Source: an optimization exercise on an open RTL-to-GDS flow (aim: small area and few clock cycles per item). Production flows keep margins and buffers that such runs may drop. No functional check of the RTL was part of any run shown here. Power figures rest on the tool's default switching activity, not on a simulated workload.

[flow/design.v]
module cell_hist_accum #(
  parameter int IMAGE_WIDTH        = 64,
  parameter int IMAGE_HEIGHT       = 480,
  parameter int CELL_ROW_PIXELS    = 8,
  parameter int CELL_COLUMN_PIXELS = 8,
  parameter int BIN_WIDTH          = 14,
  parameter int BINS               = 9,
  parameter int MAG_WIDTH          = 8,
  parameter int HISTOGRAM_WIDTH    = BIN_WIDTH*(BINS+1)
) (
  input  logic                       clk,
  input  logic                       rst,
  input  logic                       in_valid,
  output logic                       in_ready,
  input  logic [3:0]                 bin_index,
  input  logic [MAG_WIDTH-1:0]       magnitude,
  output logic                       out_valid,
  input  logic                       out_ready,
  output logic [HISTOGRAM_WIDTH-1:0] cell_histogram,
  output logic                       out_last
);
  logic [5:0]  ph;         
  logic [2:0]  cx, px;     
  logic [2:0]  yl;         
  logic [5:0]  yr;         
  logic [7:0]  pending;    
  logic [2:0]  cap_col;    
  logic accept, acc_last;
  logic first_row, last_row, frame_end;
  assign first_row = (yl == 3'd0);
  assign last_row  = (yl == 3'd7);
  assign frame_end = last_row && (yr == 6'd59) && (cx == 3'd7);
  assign in_ready = (ph[5:3] == cx) && ((px != 3'd7) || (ph[2:0] == 3'd7)) &&
                    !((px == 3'd0) && first_row && pending[cx]);
  assign accept   = in_valid && in_ready && !rst;
  assign acc_last = accept && (px == 3'd7);
  always_ff @(posedge clk) begin
    if (rst) begin
      ph <= 6'd57;
      cx <= '0; px <= '0; yl <= '0; yr <= '0;
    end else begin
      ph <= ph + 6'd1;
      if (accept) begin
        px <= px + 3'd1;
        if (px == 3'd7) begin
          cx <= cx + 3'd1;
          if (cx == 3'd7) begin
            yl <= yl + 3'd1;
            if (yl == 3'd7) yr <= (yr == 6'd59) ? 6'd0 : yr + 6'd1;
          end
        end
      end
    end
  end
  logic [13:0] ra [64];
  logic        pv;         
  logic [3:0]  pq;         
  logic [7:0]  pm;         
  always_ff @(posedge clk) begin
    pv <= accept && !bin_index[3];
    pq <= {1'b0, bin_index[2:0]} + {1'b0, ph[2:0]};
    pm <= magnitude;
  end
  logic [5:0] gph;
  logic [2:0] gc;
  logic       clr;
  assign gph = ph + 6'd7;
  assign gc  = gph[5:3];
  assign clr = !pending[gc] && !((gc == cx) && (px != 3'd0)) &&
               ((gc < cx) ? last_row : first_row);
  always_ff @(posedge clk) begin
    ra[0] <= clr ? 14'd0 : ra[63];
    for (int q = 0; q < 15; q++)
      ra[q+1] <= ra[q] + ((pv && pq == 4'(q)) ? {6'd0, pm} : 14'd0);
    for (int s = 16; s < 64; s++)
      ra[s] <= ra[s-1];
  end
  logic [10:0] r8, r8_next;
  logic [1:0]  r8s [8];    
  logic        r8_mask;    
  logic        bcy;        
  logic [1:0]  rb [64];
  logic [2:0]  bsum;
  assign r8_next = ((px == 3'd0) ? 11'd0 : r8) + ((bin_index == 4'd8) ? {3'd0, magnitude} : 11'd0);
  always_ff @(posedge clk) begin
    if (accept) r8 <= r8_next;
    if (acc_last) begin
      for (int k = 0; k < 5; k++) r8s[k] <= r8_next[2*k +: 2];
      r8s[5] <= {1'b0, r8_next[10]};
      r8s[6] <= 2'b00;
      r8s[7] <= {1'b0, frame_end};
    end else begin
      for (int k = 0; k < 7; k++) r8s[k] <= r8s[k+1];
      r8s[7] <= 2'b00;
    end
    if (ph[2:0] == 3'd7) r8_mask <= acc_last && first_row;
  end
  assign bsum = (r8_mask ? 3'd0 : {1'b0, rb[63]}) + {1'b0, r8s[0]} +
                {2'b00, bcy && (ph[2:0] != 3'd0)};
  always_ff @(posedge clk) begin
    bcy   <= bsum[2];
    rb[0] <= bsum[1:0];
    for (int s = 1; s < 64; s++) rb[s] <= rb[s-1];
  end
  logic [13:0] oa [8];
  logic [1:0]  ob [8];
  logic [13:0] tot;
  logic        o_fill;
  logic        start, shift;
  logic [2:0]  k;
  logic [13:0] bterm;
  assign k     = ph[2:0];
  assign start = (k == 3'd0) && pending[cap_col] && (ph[5:3] == cap_col + 3'd2) &&
                 (!out_valid || out_ready);
  assign shift = start || o_fill;
  assign bterm = 14'(rb[7]) << (2*k);
  always_ff @(posedge clk) begin
    if (rst) begin
      pending   <= '0;
      cap_col   <= '0;
      o_fill    <= 1'b0;
      out_valid <= 1'b0;
    end else begin
      if (acc_last && last_row) pending[cx] <= 1'b1;
      if (start) begin
        pending[cap_col] <= 1'b0;
        cap_col <= cap_col + 3'd1;
      end
      o_fill <= start || (o_fill && (k != 3'd7));
      if (o_fill && (k == 3'd7)) out_valid <= 1'b1;
      else if (out_ready)        out_valid <= 1'b0;
    end
  end
  always_ff @(posedge clk) begin
    if (shift) begin
      oa[0] <= ra[22];
      for (int i = 1; i < 8; i++) oa[i] <= oa[i-1];
      ob[7] <= rb[7];
      for (int i = 0; i < 7; i++) ob[i] <= ob[i+1];
      tot <= (start ? 14'd0 : tot) + ra[22] + bterm;
    end
  end
  always_comb begin
    for (int b = 0; b < 8; b++) cell_histogram[14*b +: 14] = oa[b];
    for (int i = 0; i < 7; i++) cell_histogram[112 + 2*i +: 2] = ob[i];
    cell_histogram[126 +: 14] = tot;
  end
  assign out_last = ob[7][0];
endmodule
[flow/run.sh]
#!/bin/bash
# synth_recipe.tcl (not shown) runs the flow's synth.tcl, then flattens the netlist and writes it again
# the make line also repeats each setting of config.mk as NAME=value (left out here)
make -C /OpenROAD-flow-scripts/flow DESIGN_CONFIG=/design/flow/config.mk WORK_HOME=/design/flow/orfs CLKGATE_MAP_FILE= SYNTH_SCRIPT=/design/flow/synth_recipe.tcl finish
[flow/config.mk]
export PLATFORM = sky130hd
export DESIGN_NAME = cell_hist_accum
export DESIGN_NICKNAME = cell_hist_accum
export VERILOG_FILES = /design/flow/design.v
export SDC_FILE = /design/flow/constraint.sdc
export NUM_CORES = 4
export LEC_CHECK = 0
export CAP_MARGIN = 20
export CORE_MARGIN = 2
export CORE_UTILIZATION = 65
export CTS_BUF_LIST = sky130_fd_sc_hd__clkbuf_8
export CTS_CLUSTER_DIAMETER = 60
export CTS_CLUSTER_SIZE = 20
export SLEW_MARGIN = 20
[flow/constraint.sdc]
create_clock -name core_clock -period 6.0 [get_ports {clk}]
set_input_delay 1.2000 -clock core_clock [delete_from_list [all_inputs] [get_ports {clk}]]
set_output_delay 1.2000 -clock core_clock [all_outputs]
set_load 0.01 [all_outputs]
==> results of run 1 <==
cell usage after synthesis, drive strengths merged, types with 45 or more instances:
master	number
and2	139
edfxtp	154
a21oi	75
nor2	137
o21ai	74
nor2b	55
nand2	111
dfxtp	1085
xnor2	176
inv	120
ha	168
nor3	45
nand2b	45
worst reg2reg max path: cells and delay by family, from the launching register on:
kind	cells	cell delay [ps]
AND/OR/NAND/NOR	5	1170
buffers and inverters	3	470
AO/OA/AOI/OAI	2	330
flip-flops	1	520
XOR/XNOR	2	320
adder cells (fa/ha/maj)	4	1390
worst paths after layout:
path                            cells past startpoint  startpoint  slack (ps)   endpoint
worst min register to register                      0   ra[61][1]         320  ra[62][1]
worst min-delay path                                0   ra[61][1]         320  ra[62][1]
worst max-delay path                               16  cap_col[1]        1530    tot[13]
worst max register to register                     16  cap_col[1]        1530    tot[13]
sequential cells by signal, indices dropped and copies added, names as in the netlist, 3 cells and up:
name     cells
cap_col      3
cx           3
oa         112
ob          16
pending      8
ph           6
pm           8
pq           4
px           3
r8          11
r8s         13
ra         896
rb         128
tot         14
yl           3
yr           6
logic make-up after synthesis:
kind of cell	count (synthesis)	share of synthesized area [%]
AO/OA/AOI/OAI	356	6.52
XOR/XNOR	205	4.78
adder cells (fa/ha/maj)	201	7.35
buffers and inverters	149	1.56
flip-flops	1239	70.1
multiplexers	17	0.656
AND/OR/NAND/NOR	649	9.01
report_power, final:
group	internal, mW	switching [mW]	leakage [nW]
clock network	1.34	2.51	0.756
logic	0.657	0.742	5.61
registers	9.91	0.656	10.4
per-stage QoR:
step           util, %  hold slack, ps  instance area (µm²)  worst slack [ps]  std cells
2_1_floorplan        -             310                37600               288       2816
3_3_place_gp      69.9             310                40100               958       3720
3_5_place_dp      69.9             312                40100               879       3720
4_1_cts           72.3             312                41500              1550       3835
5_1_grt           72.3             321                41500              1170       3836
6_report          72.3             318                41500              1530       3836
per-layer routing:
| layer | vias up | track usage (%) |
|---|---|---|
| met1 | 9686 | 29.0 |
| met5 | - | 0 |
| met3 | 106 | 3.73 |
| met4 | 0 | 5.45 |
| li1 | 9969 | - |
| met2 | 391 | 37.2 |
area by class of cell:
type / count / area, µm² / share of cell area, %
antenna: 1 / 2.50 / 0.00603
clock buffer: 79 / 1090 / 2.62
clock inverter: 36 / 324 / 0.781
inverter: 120 / 450 / 1.09
multi-input combinational: 1428 / 10600 / 25.7
sequential: 1239 / 26300 / 63.5
tap: 765 / 957 / 2.31
timing repair buffer: 168 / 1670 / 4.02
==> reports/summary.txt, run 1 <==
count of different cell masters after synthesis -> 65
metal3 WL -> 2450 µm
syn nets -> 3033
Die ar. -> 59700 µm²
ANT nets after route -> 0
Via density -> 5.25
CTS Sinks -> 1239
Total Routed Length -> 64200 µm
Post-DP HPWL -> 43400 µm
GRT Util Overall -> 21.8%
FP Rows -> 88
worst-path cell chain -> inv_1 > ha_1 > xnor2_1 > nand4b_1 > nor3_2 > buf_4 > nor2b_1 > fa_1 > ha_1 > inv_1 > fa_1 > nor2b_1 > o2111ai_1 > nand3_1 > a41oi_1 > xnor2_1
final net count -> 3252
Final Max Slew Viols -> 0
largest net degree at the start of global routing -> 61
clock buffer count from CTS -> 78
number of port buffers -> 158
layout cells sized above 1 -> 4.53%
largest area contributor in the netlist -> dfxtp_1
overflow left after global routing -> 0
met2 routed WL -> 31200 µm
drt initial violations -> 1275
DRT met1 WL -> 29300 µm
number of buffers and inverters on the critical path -> 3
Max-slew headroom -> 34.4%
DIE WIDTH -> 244 µm
number of global-route vias before repair -> 20600
total power -> 15.8 mW
number of synthesized flops with an enable pin -> 154
# DRC -> 0
clock root buffer -> clkbuf_8
CP delay by family, top -> adder cells
H-tree levels -> 3
CP arrival -> 4910 ps
Clock Pin Slew Worst Setup and Hold Paths -> 120 ps
yosys warns -> 6
TritonCTS clock tree -> yes
clock latency on the worst-skew pair -> 700 ps
ys flop type -> dfxtp_1
Leak -> 16.8 nW
Longest Clk Path Bufs -> 3
# IOs -> 159
startpoint types -> flip-flop
Avg Cell Area, Syn -> 13.3 µm²
status -> no timing/DRC/antenna violations
Tmin final -> 4470 ps
pwr/cell area -> 381 nW/µm²
Synth top area share -> 57.8%
ys async rst share -> 0%
max cap viols -> 0
Final setup viols -> 0
Hold-fix buffers, CTS -> 0
final number of hold-violating endpoints -> 0
Crit Path Class -> reg -> reg
Slew @ Worst Pin -> 980 ps
Hold WC Path Type -> reg -> reg
Max Used Layer -> met4
antenna violations before repair -> 3
top cells by area, synth -> dfxtp_1 (58%), edfxtp_1 (12%), ha_1 (5.6%)
synth-to-layout area growth -> 10.4%
wire length per cell -> 16.7 µm
vias -> 20200
Mapped Area -> 37600 µm²
critical path's slowest cell -> dfxtp_1
RSZ-0062 raised after global routing -> no
Worst Skew -> 41.9 ps
peak supply drop -> 0.263 mV
Initial Util -> 65.5%
fmax -> 224 MHz
most frequent cells in the layout -> dfxtp_1 (1085), xnor2_1 (176), ha_1 (168), clkdlybuf4s50_1 (158), edfxtp_1 (154)
FILL cells -> 3809
post-synthesis register bit count -> 1239
Setup Total Neg Slack -> 0 ps
PostCTS Resize Cnt -> 0
total core area -> 57400 µm²
Cells after Synth -> 2816
first-pass GRT wire length -> 105000 µm
sequential element share of the synthesized area -> 70.1%
CP max FO -> 8
Largest stage delay, worst path -> 520 ps
Crit. End Element -> flip-flop
Final Cycle Share -> 74.5%
Die Y -> 244 µm
routability cong. -> 0.849
post-CTS setup buffers -> 0
drt pass-1 iters -> 5
Req. time, crit path -> 6430 ps
most common cell after layout, fill and taps aside -> dfxtp_1
==> inputs of run 2 (changes only) <==
--- a/flow/config.mk
+++ b/flow/config.mk
@@ -10,5 +10,5 @@
 export CORE_UTILIZATION = 65
-export CTS_BUF_LIST = sky130_fd_sc_hd__clkbuf_8
-export CTS_CLUSTER_DIAMETER = 60
-export CTS_CLUSTER_SIZE = 20
+export CTS_BUF_LIST = sky130_fd_sc_hd__clkbuf_4 sky130_fd_sc_hd__clkbuf_8
+export CTS_CLUSTER_DIAMETER = 40
+export CTS_CLUSTER_SIZE = 16
 export SLEW_MARGIN = 20
==> run 2 against run 1 <==
Final area up 2.5%; combinational power hardly changed; clock-buffer cell count rose by 53; critical endpoint unchanged; highest routed layer unchanged; setup slack improved by 50 ps; critical path depth unchanged.
==> reports/summary.txt, run 2 <==
ys async rst share -> 0% (unchanged)
drt initial violations -> 1123 (was 1275)
max cap viols -> 0 (unchanged)
ys flop type -> dfxtp_1 (unchanged)
routability cong. -> 0.849 (unchanged)
antenna violations before repair -> 2 (was 3)
drt pass-1 iters -> 5 (unchanged)
largest area contributor in the netlist -> dfxtp_1 (unchanged)
Final Max Slew Viols -> 0 (unchanged)
Post-DP HPWL -> 43400 µm (unchanged)
Worst Hold Path Cells -> 0 (unchanged)
layout cells sized above 1 -> 7.27% (was 4.53%)
worst-path cell chain -> inv_1 > ha_1 > xnor2_1 > nand4b_1 > nor3_2 > buf_4 > nor2b_1 > fa_1 > ha_1 > inv_1 > fa_1 > nor2b_1 > o2111ai_1 > nand3_1 > a41oi_1 > xnor2_1 (unchanged)
Tmin final -> 4420 ps (was 4470 ps)
FP Rows -> 88 (unchanged)
number of global-route vias before repair -> 21200 (was 20600)
ANT nets after route -> 0 (unchanged)
Hold-fix buffers, CTS -> 0 (unchanged)
Synth top area share -> 57.8% (unchanged)
GRT Util Overall -> 22.2% (was 21.8%)
overflow left after global routing -> 0 (unchanged)
largest net degree at the start of global routing -> 61 (unchanged)
launch point of the worst path -> cap_col[1] (unchanged)
critical path's slowest cell -> dfxtp_1 (unchanged)
clock buffer count from CTS -> 118 (was 78)
FILL cells -> 3685 (was 3809)
CTS Sinks -> 1239 (unchanged)
final number of hold-violating endpoints -> 0 (unchanged)
r2r worst-path depth -> 16 (unchanged)
largest register by flop count -> ra (unchanged)
post-CTS setup buffers -> 0 (unchanged)
FF/Latch Area -> 26300 µm² (unchanged)
largest registers -> ra (896), rb (128), oa (112) (unchanged)
Hold WC Path Type -> reg -> reg (unchanged)
vias -> 20500 (was 20200)
Initial Util -> 65.5% (unchanged)
hold wc startpoint -> ra[21][7] (was ra[61][1])
Via density -> 5.23 (was 5.25)
CP arrival -> 4900 ps (was 4910 ps)
pre-CTS WS -> 879 ps (unchanged)
fin util -> 74.1% (was 72.3%)
fin cells -> 3916 (was 3836)
wire length per cell -> 16.6 µm (was 16.7 µm)
Multi-input gate area -> 10600 µm² (unchanged)
clock latency on the worst-skew pair -> 740 ps (was 700 ps)
Req. time, crit path -> 6480 ps (was 6430 ps)
# DRC -> 0 (unchanged)
top cells by area, synth -> dfxtp_1 (58%), edfxtp_1 (12%), ha_1 (5.6%) (unchanged)
Crit Reg-Reg Startpoint -> cap_col[1] (unchanged)
Total Routed Length -> 65100 µm (was 64200 µm)
CP max FO -> 8 (unchanged)
H-tree levels -> 3 (unchanged)
Worst Skew -> 30.5 ps (was 41.9 ps)
worst reg2reg endpoint -> tot[13] (unchanged)
final setup margin -> 1580 ps (was 1530 ps)
final net count -> 3292 (was 3252)
post-synthesis register bit count -> 1239 (unchanged)
# IOs -> 159 (unchanged)
PostCTS Resize Cnt -> 0 (unchanged)
Die Y -> 244 µm (unchanged)
most common cell after layout, fill and taps aside -> dfxtp_1 (unchanged)
sequential element share of the synthesized area -> 70.1% (unchanged)
Crit Path Class -> reg -> reg (unchanged)
Avg Cell Area, Syn -> 13.3 µm² (unchanged)
clock root buffer -> clkbuf_8 (unchanged)
Cells after Synth -> 2816 (unchanged)
WHS -> 319 ps (was 318 ps)
Max-slew headroom -> 30.7% (was 34.4%)
Leak -> 17.3 nW (was 16.8 nW)
DIE WIDTH -> 244 µm (unchanged)
max FFs per register -> 896 (unchanged)
Worst R2R Setup Slack -> 1580 ps (was 1530 ps)
most numerous cell in the Yosys netlist -> dfxtp_1 (unchanged)
total core area -> 57400 µm² (unchanged)
count of different cell masters after synthesis -> 65 (unchanged)
first-pass GRT wire length -> 107000 µm (was 105000 µm)
number of port buffers -> 158 (unchanged)
syn nets -> 3033 (unchanged)
WHS Endpoint -> ra[22][7] (was ra[62][1])
RSZ-0062 raised after global routing -> no (unchanged)
Post-synth top cells -> dfxtp_1 (1085), xnor2_1 (176), ha_1 (168) (unchanged)
total power -> 17.1 mW (was 15.8 mW)
number of synthesized flops with an enable pin -> 154 (unchanged)
Mapped Area -> 37600 µm² (unchanged)
TritonCTS clock tree -> yes (unchanged)
status -> no timing/DRC/antenna violations (unchanged)
yosys warns -> 6 (unchanged)
Crit. End Element -> flip-flop (unchanged)
Slew @ Worst Pin -> 1040 ps (was 980 ps)
pwr/cell area -> 403 nW/µm² (was 381 nW/µm²)
Setup Total Neg Slack -> 0 ps (unchanged)
Largest stage delay, worst path -> 510 ps (was 520 ps)
most frequent cells in the layout -> dfxtp_1 (1085), xnor2_1 (176), ha_1 (168), clkdlybuf4s50_1 (158), edfxtp_1 (154) (unchanged)
Final Cycle Share -> 73.7% (was 74.5%)
Final setup viols -> 0 (unchanged)
Longest Clk Path Bufs -> 3 (unchanged)
Clock Pin Slew Worst Setup and Hold Paths -> 100 ps (was 120 ps)
Die ar. -> 59700 µm² (unchanged)
startpoint types -> flip-flop (unchanged)
Placed Cells -> 3720 (unchanged)
synth-to-layout area growth -> 13.2% (was 10.4%)
area of placed instances -> 40100 µm² (unchanged)
fmax -> 226 MHz (was 224 MHz)
Finished Cell Area -> 42500 µm² (was 41500 µm²)
peak supply drop -> 0.281 mV (was 0.263 mV)
run 2: changes by cell type in the layout (fill, tap and decap cells not counted), moves of 2 or more:
cell	previous run	this run
inv_4	2	4
inv_6	6	14
clkinv_8	4	7
inv_1	131	120
bufinv_16	1	4
clkbuf_4	0	9
inv_8	4	7
clkbuf_8	79	123
clkinv_4	2	11
clkinv_2	1	8
run 2: critical path: cells and delay by family, from the launching register on:
kind,cells,cell delay [ps]
AO/OA/AOI/OAI,2,340
flip-flops,1,510
AND/OR/NAND/NOR,5,1160
XOR/XNOR,2,310
adder cells (fa/ha/maj),4,1390
buffers and inverters,3,460
run 2: area by class of cell:
class	count	share of cell area, %
antenna	2	0.0118
clock buffer	132	4.14
clock inverter	62	1.59
inverter	120	1.06
multi-input combinational	1428	25.0
sequential	1239	62.0
tap	765	2.25
timing repair buffer	168	3.93
run 2: report_power, final:
part	internal, mW	switching (mW)
clock network	2.26	2.90
logic	0.657	0.743
registers	9.92	0.670
total	12.8	4.31
run 2: kinds of logic after synthesis:
group | synth area share (%)
flip-flops | 70.1
adder cells (fa/ha/maj) | 7.35
AO/OA/AOI/OAI | 6.52
multiplexers | 0.656
XOR/XNOR | 4.78
buffers and inverters | 1.56
AND/OR/NAND/NOR | 9.01
run 2: worst max-delay path by stage:
stage                           to  slack, ps  cells past startpoint
final                      tot[13]       1580                     16
after detailed placement   tot[13]        880                     15
after global routing       tot[13]       1190                     16
after floorplan           oa[0][0]        290                      5
after CTS                  tot[13]       1570                     16
after global placement     tot[13]        960                     15
run 2: routing by layer:
metal  global-route usage (%)  share of wire [%]
met1                     29.1                 45
met2                     37.8                 49
met3                     4.15                4.1
met4                     6.62                2.5
met5                        0                  0
==> inputs of run 3 (changes only) <==
--- a/flow/config.mk
+++ b/flow/config.mk
@@ -10,5 +10,4 @@
 export CORE_UTILIZATION = 65
-export CTS_BUF_LIST = sky130_fd_sc_hd__clkbuf_4 sky130_fd_sc_hd__clkbuf_8
-export CTS_CLUSTER_DIAMETER = 40
-export CTS_CLUSTER_SIZE = 16
+export CTS_BUF_LIST = sky130_fd_sc_hd__clkbuf_8 sky130_fd_sc_hd__clkbuf_16
+export CTS_CLUSTER_SIZE = 24
 export SLEW_MARGIN = 20
==> run 3 against run 2 <==
Register-to-register slack got worse by 30 ps; sequential power about the same; core utilization grew 2.3 points; critical path depth decreased by 1; critical path type is now in -> reg; final cell count is 0.18% higher; die area did not move; critical endpoint unchanged; synthesized area unchanged; non-clock buffer count unchanged; via count increased by 2.1%; hold slack lost 21 ps.
==> reports/summary.txt, run 3 <==
Req. time, crit path -> 6390 ps (was 6480 ps)
sequential element share of the synthesized area -> 70.1% (unchanged)
top cells by area, synth -> dfxtp_1 (58%), edfxtp_1 (12%), ha_1 (5.6%) (unchanged)
Finished Cell Area -> 43800 µm² (was 42500 µm²)
hold wc startpoint -> ra[20][13] (was ra[21][7])
WHS -> 298 ps (was 319 ps)
Final setup viols -> 0 (unchanged)
max cap viols -> 0 (unchanged)
peak supply drop -> 0.326 mV (was 0.281 mV)
switch share -> 23.9% (was 25.2%)
Via density -> 5.33 (was 5.23)
total power -> 19.2 mW (was 17.1 mW)
Comb pwr share -> 7.4% (was 8.2%)
DIE WIDTH -> 244 µm (unchanged)
Avg Cell Area, Syn -> 13.3 µm² (unchanged)
area of placed instances -> 40100 µm² (unchanged)
CP delay by family, top -> simple AND/OR/NAND/NOR gates (was adder cells)
Max-slew headroom -> 34.0% (was 30.7%)
Setup Total Neg Slack -> 0 ps (unchanged)
Mapped Area -> 37600 µm² (unchanged)
largest register by flop count -> ra (unchanged)
routability cong. -> 0.849 (unchanged)
drt pass-1 iters -> 7 (was 5)
ANT nets after route -> 0 (unchanged)
antenna violations before repair -> 1 (was 2)
Hold-fix buffers, CTS -> 0 (unchanged)
Crit Path Class -> in -> reg (was reg -> reg)
ys flop type -> dfxtp_1 (unchanged)
Synth top area share -> 57.8% (unchanged)
CTS Sinks -> 1239 (unchanged)
fmax -> 223 MHz (was 226 MHz)
Die ar. -> 59700 µm² (unchanged)
largest registers -> ra (896), rb (128), oa (112) (unchanged)
post-CTS setup buffers -> 0 (unchanged)
Tmin final -> 4490 ps (was 4420 ps)
worst reg2reg endpoint -> tot[13] (unchanged)
sequential share of power -> 55.6% (was 61.7%)
most frequent cells in the layout -> dfxtp_1 (1085), xnor2_1 (176), ha_1 (168), clkdlybuf4s50_1 (158), edfxtp_1 (154) (unchanged)
clock root buffer -> clkbuf_16 (was clkbuf_8)
largest area contributor in the netlist -> dfxtp_1 (unchanged)
# DRC -> 0 (unchanged)
number of buffers and inverters on the critical path -> 3 (unchanged)
Crit. End Element -> flip-flop (unchanged)
Final Cycle Share -> 74.8% (was 73.7%)
Clock Pin Slew Worst Setup and Hold Paths -> 60 ps (was 100 ps)
Longest Clk Path Bufs -> 3 (unchanged)
status -> no timing/DRC/antenna violations (unchanged)
Post-synth top cells -> dfxtp_1 (1085), xnor2_1 (176), ha_1 (168) (unchanged)
Largest stage delay, worst path -> 520 ps (was 510 ps)
wire length per cell -> 18.6 µm (was 16.6 µm)
number of port buffers -> 158 (unchanged)
Slew @ Worst Pin -> 990 ps (was 1040 ps)
number of global-route vias before repair -> 22300 (was 21200)
pwr/cell area -> 437 nW/µm² (was 403 nW/µm²)
layout cells sized above 1 -> 6.68% (was 7.27%)
GRT Util Overall -> 24.8% (was 22.2%)
yosys warns -> 6 (unchanged)
critical path's slowest cell -> nor3_2 (was dfxtp_1)
WHS Endpoint -> ra[21][13] (was ra[22][7])
most common cell after layout, fill and taps aside -> dfxtp_1 (unchanged)
Worst Skew -> 32.8 ps (was 30.5 ps)
overflow left after global routing -> 0 (unchanged)
Psw -> 4.59 mW (was 4.31 mW)
syn nets -> 3033 (unchanged)
number of diodes -> 0 (was 2)
Cells after Synth -> 2816 (unchanged)
vias -> 20900 (was 20500)
Post-DP HPWL -> 43400 µm (unchanged)
final number of hold-violating endpoints -> 0 (unchanged)
Leak -> 18.0 nW (was 17.3 nW)
CP arrival -> 4870 ps (was 4900 ps)
Crit Reg-Reg Startpoint -> cap_col[1] (unchanged)
number of synthesized flops with an enable pin -> 154 (unchanged)
largest net degree at the start of global routing -> 61 (unchanged)
Die Y -> 244 µm (unchanged)
PostCTS Resize Cnt -> 0 (unchanged)
startpoint types -> primary input (was flip-flop)
clock latency on the worst-skew pair -> 670 ps (was 740 ps)
TritonCTS clock tree -> yes (unchanged)
H-tree levels -> 3 (unchanged)
Total Routed Length -> 72900 µm (was 65100 µm)
post-synthesis register bit count -> 1239 (unchanged)
final net count -> 3283 (was 3292)
clock share of power -> 36.9% (was 30.1%)
Worst R2R Setup Slack -> 1550 ps (was 1580 ps)
Initial Util -> 65.5% (unchanged)
most numerous cell in the Yosys netlist -> dfxtp_1 (unchanged)
Worst Hold Path Cells -> 0 (unchanged)
FP Rows -> 88 (unchanged)
drt initial violations -> 1263 (was 1123)
# IOs -> 159 (unchanged)
Final Max Slew Viols -> 0 (unchanged)
r2r worst-path depth -> 16 (unchanged)
synth-to-layout area growth -> 16.6% (was 13.2%)
max FFs per register -> 896 (unchanged)
Internal Power -> 14.6 mW (was 12.8 mW)
first-pass GRT wire length -> 118000 µm (was 107000 µm)
CP max FO -> 8 (unchanged)
RSZ-0062 raised after global routing -> no (unchanged)
count of different cell masters after synthesis -> 65 (unchanged)
Hold WC Path Type -> reg -> reg (unchanged)
ys async rst share -> 0% (unchanged)
clock buffer count from CTS -> 109 (was 118)
total core area -> 57400 µm² (unchanged)
worst-path cell chain -> clkdlybuf4s50_1 > nand2b_1 > nand4b_1 > nor3_2 > buf_4 > nor2b_1 > fa_1 > ha_1 > inv_1 > fa_1 > nor2b_1 > o2111ai_1 > nand3_1 > a41oi_1 > xnor2_1 (was inv_1 > ha_1 > xnor2_1 > nand4b_1 > nor3_2 > buf_4 > nor2b_1 > fa_1 > ha_1 > inv_1 > fa_1 > nor2b_1 > o2111ai_1 > nand3_1 > a41oi_1 > xnor2_1)
-- run 3: changes by cell type in the layout (fill, tap and decap cells not counted), sizes merged --
cell / delta
inv: +1
diode: -2
bufinv: +1
clkinv: +2
clkbuf: +5
-- run 3: how the worst max path moves through the flow --
| stage | from | end | slack, ps | cells past startpoint |
|---|---|---|---|---|
| after floorplan | out_ready | oa[0][0] | 290 | 5 |
| after global placement | out_ready | tot[13] | 960 | 15 |
| after detailed placement | out_ready | tot[13] | 880 | 15 |
| after CTS | out_ready | tot[13] | 1570 | 15 |
| after global routing | cap_col[1] | tot[13] | 1190 | 16 |
| final | out_ready | tot[13] | 1510 | 15 |
-- run 3: per-layer routing --
metal  up-vias  GRT usage, %  routed length [µm]  part of all wire, %
li1      10100             -                   -                    -
met1     10100          30.7               30700                   42
met2       550          44.3               37000                   51
met3       180          4.55                3210                  4.4
met4         0          7.48                2010                  2.8
met5         -             0                   0                    0
-- run 3: cell type report --
cell class	instances	area, µm²
Sequential cell	1239	26300
Fill cell	3444	13600
Multi-Input combinational cell	1428	10600
Clock buffer	137	3180
Timing Repair Buffer	168	1670
Tap cell	765	957
Clock inverter	66	563
Inverter	120	450
-- run 3: logic make-up (layout without fill, tap and decap cells) --
logic type	count (synthesis)	count (layout)	share of synthesized area, %
AND/OR/NAND/NOR	649	649	9.01
buffers and inverters	149	491	1.56
adder cells (fa/ha/maj)	201	201	7.35
XOR/XNOR	205	205	4.78
AO/OA/AOI/OAI	356	356	6.52
flip-flops	1239	1239	70.1
multiplexers	17	17	0.656
-- run 3: per-stage QoR --
stage          utilization [%]  worst slack (ps)  cells
2_1_floorplan                -               288   2816
3_3_place_gp              69.9               958   3720
3_5_place_dp              69.9               879   3720
4_1_cts                   76.4              1570   3923
5_1_grt                   76.4              1190   3923
6_report                  76.4              1510   3923
-- run 3: power by group through the flow --
stage          combinational (mW)  sequential (mW)  clock (mW)
6_report                     1.42             10.7        7.08
3_3_place_gp                 1.33             10.7           0
3_5_place_dp                 1.38             10.8           0
4_1_cts                      1.42             10.7        7.22
2_1_floorplan                1.10             10.5           0
5_1_grt                      1.60             10.8        7.52

-- what the ideal ports hide --
The flow's constraints put no driver on any port. The routed layouts listed below were extracted and timed again, unchanged, in two steps.
Step 1: set_driving_cell puts a clkbuf_16 on clk and a buf_2 on each other input, an assumption about the parent block.
Step 2 times the ports against the registers' clock, not the clock port: input delays grow and output delays shrink by t, the midpoint of the rising clock arrivals with the driver on.
Slacks: ideal ports / drivers / drivers and shift; pairs: ideal ports / drivers.
| run | t (ns) | slack for setup (ns) | cell pins on the clock port's net |
|---|---|---|---|
| run 1 | 0.738 | 1.527 / 1.527 / 0.844 | 1 |
| run 2 | 0.787 | 1.578 / 1.578 / 0.875 | 1 |
| run 3 | 0.720 | 1.515 / 1.549 / 0.834 | 1 |
After both steps every run listed still meets setup and hold. The setup slack of run 2, which loses most, moves by 0.000 ns with the drivers and by -0.703 ns with both steps.
